Source: an optimization exercise on an open RTL-to-GDS flow (aim: small area). Production flows keep margins and buffers that such runs may drop. Function was checked by simulation only, so behaviour that the tests miss may differ from the original. Power and IR drop assume default switching activity.

run 5:
// frame_fifo_sync
module frame_fifo_sync #(
    parameter int WORD_W = 16,
    parameter int NUM_CH = 8,
    parameter int DEPTH  = 16,
    parameter int SEL_W  = $clog2(NUM_CH),
    parameter int CNT_W  = $clog2(DEPTH) + 1
) (
    input  logic                     sample_clk,
    input  logic                     reset_n,
    input  logic [WORD_W-1:0]        data_in,
    input  logic                     done,
    input  logic [SEL_W-1:0]         atmchsel,
    input  logic                     last_word,
    input  logic [CNT_W-1:0]         threshold,
    input  logic                     ovf_mode,
    input  logic                     flush,
    input  logic                     frame_pop,
    input  logic                     clear_flags,
    output logic [NUM_CH*WORD_W-1:0] frame_data_out,
    output logic                     fifo_ready,
    output logic [CNT_W-1:0]         frame_count,
    output logic                     overflow,
    output logic                     underflow
);
    localparam int PTR_W = $clog2(DEPTH);
    localparam int FRAME_W = NUM_CH * WORD_W;
    localparam logic [CNT_W-1:0] DEPTH_C = CNT_W'(DEPTH);
    logic                          commit;
    logic                          stage_clr;
    logic [NUM_CH-1:0]             slot_hit;
    logic [NUM_CH-1:0]             slot_vld_q;
    logic [NUM_CH-1:0][WORD_W-1:0] slot_q;
    logic [NUM_CH-1:0][WORD_W-1:0] frame_merged;
    logic [PTR_W-1:0] wr_ptr_q, wr_ptr_d;
    logic [PTR_W-1:0] rd_ptr_q, rd_ptr_d;
    logic [CNT_W-1:0] count_q, count_d;
    logic             ovf_q, ovf_d;
    logic             udf_q, udf_d;
    logic             wr_en;
    logic [FRAME_W-1:0] mem_q [DEPTH];
  ...
Size: ~7100 cells after synthesis, roughly 2200 flip-flops, roughly 170 I/O pins, roughly 77000 um2 of cells after synthesis.
export LEC_CHECK = 0
export CAP_MARGIN = 5
export CORE_MARGIN = 2
export CORE_UTILIZATION = 62
export PLACE_DENSITY = 0.7
export SLEW_MARGIN = 5
create_clock -name core_clock -period 6.0 [get_ports {sample_clk}]
standard.sh (not shown) runs the stock make flow with config.mk's settings and CLKGATE_MAP_FILE= SYNTH_SCRIPT=/design/flow/synth_recipe.tcl, a recipe that flattens the netlist after the stock synthesis.
==> flow/flow/run.sh <==
#!/bin/bash
# Standard layout with a leaner clock tree (no dummy balancing loads, clkbuf_8 sink
# clusters) and minimum-size port buffers. Every other step is the standard flow's own.
set -euo pipefail
bash standard.sh \
  "CTS_ARGS=-sink_clustering_enable -repair_clock_nets -dont_use_dummy_load -buf_list sky130_fd_sc_hd__clkbuf_8 -sink_clustering_size 16 -sink_clustering_max_diameter 60" \
  "BUFFER_PORTS_ARGS=-buffer_cell sky130_fd_sc_hd__buf_1" \
  finish > run_flow.log 2>&1
Inputs modified between run 5 and run 4:
==> flow/flow/run.sh <==
#!/bin/bash
# Standard layout with a leaner clock tree (no dummy balancing loads, clkbuf_8 sink
# clusters) and minimum-size port buffers. Every other step is the standard flow's own.
set -euo pipefail
bash standard.sh \
  "CTS_ARGS=-sink_clustering_enable -repair_clock_nets -dont_use_dummy_load -buf_list sky130_fd_sc_hd__clkbuf_8 -sink_clustering_size 17 -sink_clustering_max_diameter 65" \
  "BUFFER_PORTS_ARGS=-buffer_cell sky130_fd_sc_hd__buf_1" \
  finish > run_flow.log 2>&1
==> comparison <==
Run 4 went all the way through synthesis, placement and routing and the layout is clean on timing, DRC and antenna. Run 4 and run 5 ended up with roughly the same ratio of final minimum period to clock period. Summary of run 4 over run 5: count of non-filler cells in the finished layout now sits at about the same level; violation count after the first detailed-route iteration up 298; hold slack barely changed; wire length of the first global-routing pass flat. Looking at remaining max-slew budget at the tightest pin, run 4 sits 1.3 points above run 5. For the overall power, run 4 came in 0.66% lower than run 5 did. Going from run 5 to run 4, number of CTS-inserted buffers shrinks by about 7%.

========
frame_fifo_sync again, from the RTL that the note above started with.
clock: 6.0 ns
lec_check: 0
cap_margin: 5
core_margin: 2
core_utilization: 55
cts_buf_list: sky130_fd_sc_hd__clkbuf_16
cts_cluster_diameter: 80
cts_cluster_size: 25
slew_margin: 5
run.sh (not shown) runs the stock make flow with config.mk's settings and CLKGATE_MAP_FILE= SYNTH_SCRIPT=/design/flow/synth_recipe.tcl, a recipe that flattens the netlist after the stock synthesis.
Stock flow here: none of the scripts above is used.
Edit:
==> flow/flow/run.sh (new file) <==
#!/bin/bash
# Standard layout with a leaner clock tree (no dummy balancing loads, clkbuf_8 sink
# clusters) and minimum-size port buffers. Every other step is the standard flow's own.
set -euo pipefail
bash standard.sh \
  "CTS_ARGS=-sink_clustering_enable -repair_clock_nets -dont_use_dummy_load -buf_list sky130_fd_sc_hd__clkbuf_8 -sink_clustering_size 17 -sink_clustering_max_diameter 65" \
  "BUFFER_PORTS_ARGS=-buffer_cell sky130_fd_sc_hd__buf_1" \
  finish > run_flow.log 2>&1
==> flow/standard.sh (new file) <==
#!/bin/bash
# synth_recipe.tcl (not shown) runs the flow's synth.tcl, then flattens the netlist and writes it again
# the make line also repeats each setting of config.mk as NAME=value (left out here)
make -C /OpenROAD-flow-scripts/flow DESIGN_CONFIG=/design/flow/config.mk WORK_HOME=/design/flow/orfs CLKGATE_MAP_FILE= SYNTH_SCRIPT=/design/flow/synth_recipe.tcl "${@:-finish}"
CTS_BUF_LIST = unset   (was sky130_fd_sc_hd__clkbuf_16)
CTS_CLUSTER_DIAMETER = unset   (was 80)
CTS_CLUSTER_SIZE = unset   (was 25)
GPL_ROUTABILITY_DRIVEN = 0   (was unset)
removed: flow/run.sh
After rerunning: The new run produced a clean layout; power went down by about 8%; non-clock buffer count went up by 10; wire length went down by 0.43%; core utilization went down by 1.6 points; fmax went up by 1.9%; final area went down by 2.6%; clock-buffer cell count went up by 39; die area stays the same; via count went down by 0.53%; hold slack hardly moves; setup slack is better by 0.10 ns.
Edit:
--- a/flow/flow/run.sh
+++ b/flow/flow/run.sh
@@ -6 +6 @@
-  "CTS_ARGS=-sink_clustering_enable -repair_clock_nets -dont_use_dummy_load -buf_list sky130_fd_sc_hd__clkbuf_8 -sink_clustering_size 17 -sink_clustering_max_diameter 65" \
+  "CTS_ARGS=-sink_clustering_enable -repair_clock_nets -dont_use_dummy_load -buf_list sky130_fd_sc_hd__clkbuf_8 -sink_clustering_size 16 -sink_clustering_max_diameter 60" \
CORE_UTILIZATION = 65   (was 55)
GPL_ROUTABILITY_DRIVEN = unset   (was 0)
PLACE_DENSITY = 0.74   (was unset)
What happened:
- This time the run ran to the end with violations: max-capacitance violations, max-slew violations
- power is about the same
- routed wire length decreases by 6.1%
- area after synthesis stays the same
- global-route usage grows by 4.5 points
- clock-buffer cell count goes up by 6
- final cell count is lower by 4.3%
Edit:
==> flow/flow/run.sh (replaced) <==
#!/bin/bash
# Standard layout with a leaner clock tree (no dummy balancing loads, larger sink
# clusters on clkbuf_16) and minimum-size port buffers. Every other step is the standard flow's own.
set -euo pipefail
bash standard.sh \
  "CTS_ARGS=-sink_clustering_enable -repair_clock_nets -dont_use_dummy_load -buf_list sky130_fd_sc_hd__clkbuf_16 -sink_clustering_size 25 -sink_clustering_max_diameter 80" \
  "BUFFER_PORTS_ARGS=-buffer_cell sky130_fd_sc_hd__buf_1" \
  finish > run_flow.log 2>&1
CAP_MARGIN = 20   (was 5)
CORE_UTILIZATION = 55   (was 65)
PLACE_DENSITY = unset   (was 0.74)
SLEW_MARGIN = 20   (was 5)
The changed run ran to the end with no violations.
Global-route usage falls by 4.7 points.
Maximum frequency rises slightly.
Die area rises by about a fifth.
Sequential share of layout area falls by 1.1 points.
Worst setup slack improves by 0.031 ns.
Sequential power stays flat.
Edit:
==> flow/flow/run.sh (replaced) <==
#!/bin/bash
# Standard layout with a leaner clock tree (no dummy balancing loads, clkbuf_8 sink
# clusters) and minimum-size port buffers. Every other step is the standard flow's own.
set -euo pipefail
bash standard.sh \
  "CTS_ARGS=-sink_clustering_enable -repair_clock_nets -dont_use_dummy_load -buf_list sky130_fd_sc_hd__clkbuf_8 -sink_clustering_size 16 -sink_clustering_max_diameter 60" \
  "BUFFER_PORTS_ARGS=-buffer_cell sky130_fd_sc_hd__buf_1" \
  finish > run_flow.log 2>&1
CAP_MARGIN = 5   (was 20)
SLEW_MARGIN = 5   (was 20)
The changed run finished with timing, DRC and antenna clean. Register-to-register slack is about the same. Worst setup slack loses 0.17 ns. Total power is lower by a few percent. Via count rose slightly. Clock skew came out lower by 0.0082 ns. Global-route usage rose by 0.28 points. Sequential power is about the same. Cell area went down slightly.

[afterwards: timing with drivers on the ports]
How much do the figures lean on ideal ports? The routed layouts below were timed once more, with nothing changed but the port constraints. Step 1 (the two cells are an assumption about what drives the block):
set clk [get_ports {sample_clk}]
set_driving_cell -lib_cell sky130_fd_sc_hd__clkbuf_16 $clk
set_driving_cell -lib_cell sky130_fd_sc_hd__buf_2 [delete_from_list [all_inputs] $clk]
Step 2 times the ports against the registers' clock, not the clock port: input delays grow and output delays shrink by t, the midpoint of the rising clock arrivals with the driver on. a / b / c = ideal ports / drivers / drivers and shift; a / b = the first two.
run	t, ns	setup WS [ns]	worst setup path after step 2	clock arrival spread, ns	worst data-port slew with drivers (ns)
run 5	0.992	0.949 / 0.860 / 1.292	input to register	0.097 / 0.096	0.19
run 4	0.990	0.946 / 0.866 / 1.308	input to register	0.103 / 0.103	0.20
the first run of note 2	0.855	0.560 / 0.472 / 0.791	input to register	0.031 / 0.031	0.20
the second run of note 2	1.004	0.661 / 0.575 / 1.299	input to register	0.062 / 0.062	0.21
the third run of note 2	0.984	0.825 / 0.743 / 0.972	input to register	0.086 / 0.085	0.19
the fourth run of note 2	0.828	0.856 / 0.772 / 1.321	input to register	0.077 / 0.078	0.22
the fifth run of note 2	0.991	0.683 / 0.602 / 1.292	input to register	0.069 / 0.068	0.21
